From an optimization exercise on the open Yosys and OpenROAD flow, aimed at small area; shortcuts taken in it are not production practice. Power and IR drop assume default switching activity.

==> v15 <==
Design cache_top, start of the top module:
module cache_top (
    input  logic                                clk,
    input  logic                                rst_n,
    input  logic                                proc_req_i,
    input  logic [cache_pkg::ADDR_WIDTH-1:0]    proc_addr_i,
    input  logic                                proc_we_i,
    input  logic [cache_pkg::BE_WIDTH-1:0]      proc_be_i,
    input  logic [cache_pkg::DATA_WIDTH-1:0]    proc_wdata_i,
    output logic                                proc_gnt_o,
    output logic                                proc_rvalid_o,
    output logic [cache_pkg::DATA_WIDTH-1:0]    proc_rdata_o,
    output logic                                mem_req_o,
    output logic [cache_pkg::ADDR_WIDTH-1:0]    mem_addr_o,
    output logic                                mem_we_o,
    output logic [cache_pkg::BE_WIDTH-1:0]      mem_be_o,
    output logic [cache_pkg::DATA_WIDTH-1:0]    mem_wdata_o,
    input  logic                                mem_gnt_i,
    input  logic                                mem_rvalid_i,
    input  logic [cache_pkg::DATA_WIDTH-1:0]    mem_rdata_i,
    output logic [cache_pkg::COUNT_WIDTH-1:0]   hit_count_o,
    output logic [cache_pkg::COUNT_WIDTH-1:0]   miss_count_o,
    output logic [cache_pkg::COUNT_WIDTH-1:0]   mem_txn_count_o
);
Settings: LEC_CHECK=0, ABC_AREA=1, CAP_MARGIN=20, CORE_MARGIN=2, CORE_UTILIZATION=65, PLACE_DENSITY=0.75, SLEW_MARGIN=20; clock period 5.0 ns.
standard.sh (not shown) runs the stock make flow with config.mk's settings and CLKGATE_MAP_FILE= SYNTH_SCRIPT=/design/flow/synth_recipe.tcl, a recipe that flattens the netlist after the stock synthesis.
==> flow/flow/run.sh <==
#!/bin/bash
# Own layout flow: the standard ORFS flow (standard.sh, unchanged synthesis)
# with two changes that only affect how the layout is built:
#  - every port still gets its own buffer, but a buf_1 instead of ORFS's
#    default pick (clkdlybuf4s50_1), which is plenty for the 10 fF port loads;
#  - after global routing, non-critical gates are downsized (RECOVER_POWER);
#  - clock tree built from clkbuf_8 with larger sink clusters and without
#    dummy balancing loads.
# Each tool's full output is in orfs/logs/ (ORFS writes one log per step);
# the make output itself goes to flow_make.log.
set -euo pipefail
export BUFFER_PORTS_ARGS="-buffer_cell sky130_fd_sc_hd__buf_1"
export CTS_ARGS="-sink_clustering_enable -repair_clock_nets -dont_use_dummy_load -buf_list {sky130_fd_sc_hd__clkbuf_8} -sink_clustering_size 20 -sink_clustering_max_diameter 60"
export RECOVER_POWER=100
bash standard.sh finish > flow_make.log 2>&1
==> v5 (differences from v15) <==
==> flow/design.v (replaced) <==
package cache_pkg;
    localparam int ADDR_WIDTH   = 16;
    localparam int DATA_WIDTH   = 32;
    localparam int BE_WIDTH     = DATA_WIDTH / 8;
    localparam int NUM_WAYS     = 2;
    localparam int NUM_SETS     = 8;
    localparam int INDEX_WIDTH  = 3;
    localparam int OFFSET_WIDTH = 2;
    localparam int TAG_WIDTH    = ADDR_WIDTH - INDEX_WIDTH - OFFSET_WIDTH;
    localparam int COUNT_WIDTH  = 32;
    typedef struct packed {
        logic [TAG_WIDTH-1:0]    tag;
        logic [INDEX_WIDTH-1:0]  index;
        logic [OFFSET_WIDTH-1:0] offset;
    } cache_addr_fields_t;
    typedef union packed {
        logic [ADDR_WIDTH-1:0] word;
        cache_addr_fields_t    fields;
    } cache_addr_t;
    typedef enum logic [2:0] {
        IDLE,
        LOOKUP,
        HIT_RESP,
        WB_REQ,
        WB_WAIT,
        FILL_REQ,
        FILL_WAIT,
        RESP
    } ctrl_state_t;
endpackage
`timescale 1ns/1ps
module sat_counter (
    input  logic        clk,
    input  logic        rst_n,
    input  logic        inc_i,
    output logic [31:0] count_o
);
    logic [32:0] c;
    logic        lo_ones;
    logic        full;
    assign lo_ones = &count_o[15:0];
    assign full    = lo_ones && (&count_o[31:16]);
    assign c[0]  = inc_i && !full;
    assign c[16] = c[0] && lo_ones;
    for (genvar i = 0; i < 15; i++)
        assign c[i+1] = c[i] && count_o[i];
    for (genvar i = 16; i < 31; i++)
        assign c[i+1] = c[i] && count_o[i];
    always_ff @(posedge clk)
    begin
        if (!rst_n)
            count_o <= '0;
        else
            count_o <= count_o ^ c[31:0];
    end
endmodule
`timescale 1ns/1ps
module cache_top (
    input  logic                                clk,
    input  logic                                rst_n,
    input  logic                                proc_req_i,
    input  logic [cache_pkg::ADDR_WIDTH-1:0]    proc_addr_i,
    input  logic                                proc_we_i,
    input  logic [cache_pkg::BE_WIDTH-1:0]      proc_be_i,
    input  logic [cache_pkg::DATA_WIDTH-1:0]    proc_wdata_i,
    output logic                                proc_gnt_o,
    output logic                                proc_rvalid_o,
    output logic [cache_pkg::DATA_WIDTH-1:0]    proc_rdata_o,
    output logic                                mem_req_o,
    output logic [cache_pkg::ADDR_WIDTH-1:0]    mem_addr_o,
    output logic                                mem_we_o,
    output logic [cache_pkg::BE_WIDTH-1:0]      mem_be_o,
    output logic [cache_pkg::DATA_WIDTH-1:0]    mem_wdata_o,
    input  logic                                mem_gnt_i,
    input  logic                                mem_rvalid_i,
    input  logic [cache_pkg::DATA_WIDTH-1:0]    mem_rdata_i,
    output logic [cache_pkg::COUNT_WIDTH-1:0]   hit_count_o,
    output logic [cache_pkg::COUNT_WIDTH-1:0]   miss_count_o,
    output logic [cache_pkg::COUNT_WIDTH-1:0]   mem_txn_count_o
);
    localparam int TW = 11;                  
    localparam int LW = TW + 32 + 2;         
    localparam int NL = 16;                  
    localparam int L_S   = 0;
    localparam int L_D   = 1;
    localparam int L_DAT = 2;
    localparam int L_TAG = 34;
    localparam logic [3:0] S_LOOK   = 4'd0;    
    localparam logic [3:0] S_LOOK2  = 4'd1;    
    localparam logic [3:0] S_ACT1   = 4'd2;    
    localparam logic [3:0] S_CAPT   = 4'd3;    
    localparam logic [3:0] S_TAGW   = 4'd4;    
    localparam logic [3:0] S_FILL   = 4'd5;    
    localparam logic [3:0] S_RDWAIT = 4'd6;
    localparam logic [3:0] S_WBWAIT = 4'd7;
    localparam logic [3:0] S_RDREQ  = 4'd8;
    localparam logic [3:0] S_WBREQ  = 4'd9;
    logic [NL*LW-1:0]   ring;
    logic [3:0]         ph;
    logic               clr;
    logic [3:0]         st;
    logic               cnt;         
    logic               way;         
    logic               vdirty;
    logic               h0;          
    logic [31:0]        buff;
    logic [TW-1:0]      vtag;        
    logic               hit_e, miss_e, txn_e;
    logic [31:0]        hit_q, miss_q, txn_q;
    logic [LW-1:0]      hd;          
    logic [LW-1:0]      nx;          
    logic [LW-1:0]      ins;         
    logic [TW-1:0]      ptag;
    logic [2:0]         pidx;
    logic               at_set;
    logic               at_line;
    logic               look;
    logic               tag_eq;
    logic               hit1;
    logic               hit;
    logic               act0;
    logic               tag_wr;
    logic               fill_wr;
    logic               data_wr;
    logic               s_wr;
    logic               s_new;
    logic               buf_hd;
    logic               buf_mem;
    assign hd   = ring[NL*LW-1 -: LW];
    assign nx   = ring[(NL-1)*LW-1 -: LW];
    assign ptag = proc_addr_i[15:5];
    assign pidx = proc_addr_i[4:2];
    assign at_set  = (ph == {pidx, 1'b0});
    assign at_line = (ph == {pidx, way});
    assign look    = (st == S_LOOK) && proc_req_i && !clr && at_set;
    assign tag_eq = (hd[L_TAG +: TW] == ptag);
    assign hit1   = hd[L_S] && tag_eq;
    assign hit    = h0 || hit1;
    assign act0    = look && cnt;
    assign tag_wr  = (st == S_TAGW) && at_line;
    assign fill_wr = (st == S_FILL) && at_line;
    assign data_wr = (act0 && !way) || (st == S_ACT1);
    assign s_wr    = act0 || (fill_wr && way);
    assign s_new   = way | !nx[L_S];
    always_comb
    begin
        ins = hd;
        if (tag_wr)
            ins[L_TAG +: TW] = ptag;
        if (fill_wr)
        begin
            ins[L_DAT +: 32] = buff;
            ins[L_D]         = 1'b0;
        end
        if (data_wr && proc_we_i)
        begin
            for (int b = 0; b < 4; b++)
                if (proc_be_i[b])
                    ins[L_DAT + 8*b +: 8] = proc_wdata_i[8*b +: 8];
            ins[L_D] = 1'b1;
        end
        if (s_wr)
            ins[L_S] = s_new;
        if (clr)
            ins[L_S] = 1'b0;
    end
    always_ff @(posedge clk)
        ring <= {ring[(NL-1)*LW-1:0], ins};
    always_ff @(posedge clk)
    begin
        if (!rst_n)
        begin
            ph     <= '0;
            clr    <= 1'b1;
            st     <= S_LOOK;
            cnt    <= 1'b0;
            hit_e  <= 1'b0;
            miss_e <= 1'b0;
            txn_e  <= 1'b0;
        end
        else
        begin
            ph     <= ph + 1'b1;
            if (ph == 4'd15)
                clr <= 1'b0;
            hit_e  <= (st == S_LOOK2) && hit;
            miss_e <= (st == S_LOOK2) && !hit;
            txn_e  <= mem_req_o && mem_gnt_i;
            case (st)
                S_LOOK:
                begin
                    if (look)
                    begin
                        if (!cnt)
                            st <= S_LOOK2;
                        else if (way)
                            st <= S_ACT1;
                        else
                            cnt <= 1'b0;
                    end
                end
                S_LOOK2:
                begin
                    cnt <= 1'b1;
                    if (hit)
                        st <= S_LOOK;
                    else if (vdirty)
                        st <= S_CAPT;
                    else
                        st <= S_TAGW;
                end
                S_ACT1:
                begin
                    cnt <= 1'b0;
                    st  <= S_LOOK;
                end
                S_CAPT:
                    if (at_line)
                        st <= S_WBREQ;
                S_WBREQ:
                    if (mem_gnt_i)
                        st <= S_WBWAIT;
                S_WBWAIT:
                    if (mem_rvalid_i)
                        st <= S_TAGW;
                S_TAGW:
                    if (at_line)
                        st <= S_RDREQ;
                S_RDREQ:
                    if (mem_gnt_i)
                        st <= S_RDWAIT;
                S_RDWAIT:
                    if (mem_rvalid_i)
                        st <= S_FILL;
                S_FILL:
                    if (fill_wr)
                        st <= S_LOOK;
                default:
                    st <= S_LOOK;
            endcase
        end
    end
    always_ff @(posedge clk)
    begin
        if (look && !cnt)
        begin
            h0     <= (hd[L_S] | nx[L_S]) && tag_eq;
            way    <= hd[L_S] ^ nx[L_S];
            vdirty <= (hd[L_S] ^ nx[L_S]) ? (nx[L_S] & nx[L_D])
                                          : ((hd[L_S] | nx[L_S]) & hd[L_D]);
        end
        if (st == S_LOOK2 && hit)
            way <= hit1;
        if ((st == S_CAPT || st == S_TAGW) && at_line)
            vtag <= ins[L_TAG +: TW];
    end
    assign buf_hd  = (st == S_CAPT) && at_line;
    assign buf_mem = (st == S_RDWAIT) && mem_rvalid_i;
    always_ff @(posedge clk)
        buff <= ({32{buf_hd}} & hd[L_DAT +: 32]) | ({32{buf_mem}} & mem_rdata_i)
              | ({32{!buf_hd && !buf_mem}} & buff);
    assign proc_gnt_o    = (act0 && !way) || (st == S_ACT1);
    assign proc_rvalid_o = proc_gnt_o;
    assign proc_rdata_o  = proc_we_i ? '0 : hd[L_DAT +: 32];
    assign mem_req_o   = (st == S_WBREQ) || (st == S_RDREQ);
    assign mem_we_o    = (st == S_WBREQ);
    assign mem_addr_o  = {vtag, pidx, 2'b00};
    assign mem_be_o    = '1;
    assign mem_wdata_o = buff;
    sat_counter u_hit  (.clk(clk), .rst_n(rst_n), .inc_i(hit_e),  .count_o(hit_q));
    sat_counter u_miss (.clk(clk), .rst_n(rst_n), .inc_i(miss_e), .count_o(miss_q));
    sat_counter u_txn  (.clk(clk), .rst_n(rst_n), .inc_i(txn_e),  .count_o(txn_q));
    assign hit_count_o     = hit_q;
    assign miss_count_o    = miss_q;
    assign mem_txn_count_o = txn_q;
endmodule
==> flow/flow/run.sh (replaced) <==
#!/bin/bash
# Own layout flow: the standard ORFS flow (standard.sh, unchanged synthesis)
# with two changes that only affect how the layout is built:
#  - every port still gets its own buffer, but a buf_1 instead of ORFS's
#    default pick (clkdlybuf4s50_1), which is plenty for the 10 fF port loads;
#  - clock tree built from clkbuf_8 with larger sink clusters and without
#    dummy balancing loads.
# Each tool's full output is in orfs/logs/ (ORFS writes one log per step);
# the make output itself goes to flow_make.log.
set -euo pipefail
export BUFFER_PORTS_ARGS="-buffer_cell sky130_fd_sc_hd__buf_1"
export CTS_ARGS="-sink_clustering_enable -repair_clock_nets -dont_use_dummy_load -buf_list {sky130_fd_sc_hd__clkbuf_8} -sink_clustering_size 20 -sink_clustering_max_diameter 60"
bash standard.sh finish > flow_make.log 2>&1
==> comparison table <==
Num rows: v5 68; v15 67
Die width: v5 191 um; v15 187 um
Count of maximum capacitance violations: v5 0; v15 5
Critical Path Start: v5 u_txn.count_o[0]; v15 rst_n
Highest cell delay on the worst timing path: v5 0.43 ns; v15 1.32 ns
Fraction of final layout cells sized beyond drive strength 1: v5 3.80%; v15 3.87%
Seq Cell Count: v5 875; v15 882
Number of warnings printed during yosys synthesis: v5 2; v15 3
Num CTS Buffers: v5 52; v15 50
Worst setup path category: v5 reg -> reg; v15 in -> reg
Comb power: v5 300 uW; v15 470 uW
GR Util met3: v5 4.19%; v15 3.45%
Setup crit end: v5 u_txn.count_o[31]; v15 u_counters.q[1][0]
Relative contribution of the clock network to total power: v5 27.0%; v15 24.9%
Startpoint class of the critical path: v5 flip-flop; v15 input port
Seq area share: v5 71.1%; v15 75.6%
Average wire per standard cell: v5 14.8 um; v15 15.4 um
Routed wl met3: v5 1930 um; v15 1970 um
Status: v5 complete, no violations; v15 complete, but fails checks
Violated checks: v5 -; v15 capacitance limit, slew limit
Cell count along the critical path: v5 22; v15 4
Clk sinks: v5 875; v15 882
Met1 wire length: v5 17700 um; v15 17300 um
Total of clock buffers placed in the layout: v5 52; v15 50
No functional check of the RTL was part of any run of this note.

## port drivers added, routing unchanged
The flow's constraints put no driver on any port. The routed layouts listed below were extracted and timed again, unchanged, in two steps.
Step 1 sets driving cells, clkbuf_16 on the clock port and buf_2 on the other inputs (assumed; they add their load-dependent delay and slew).
Step 2 times the ports against the registers' clock, not the clock port: input delays grow and output delays shrink by t, the midpoint of the rising clock arrivals with the driver on.
a / b / c = no drivers / after step 1 / after step 2; a / b = the first two.
| run | t, ns | setup WS [ns] | worst setup path at the end | latest minus earliest clock arrival (ns) | worst slew at a driven data input, ns |
|---|---|---|---|---|---|
| v15 | 0.667 | 1.253 / 1.272 / 0.605 | input to register | 0.080 / 0.080 | 0.08 |
| v5 | 0.686 | 0.687 / 0.687 / 0.687 | register to register | 0.074 / 0.075 | 0.07 |
For v15, which loses most, drivers alone change the setup slack by +0.019 ns; drivers and shift together by -0.648 ns.
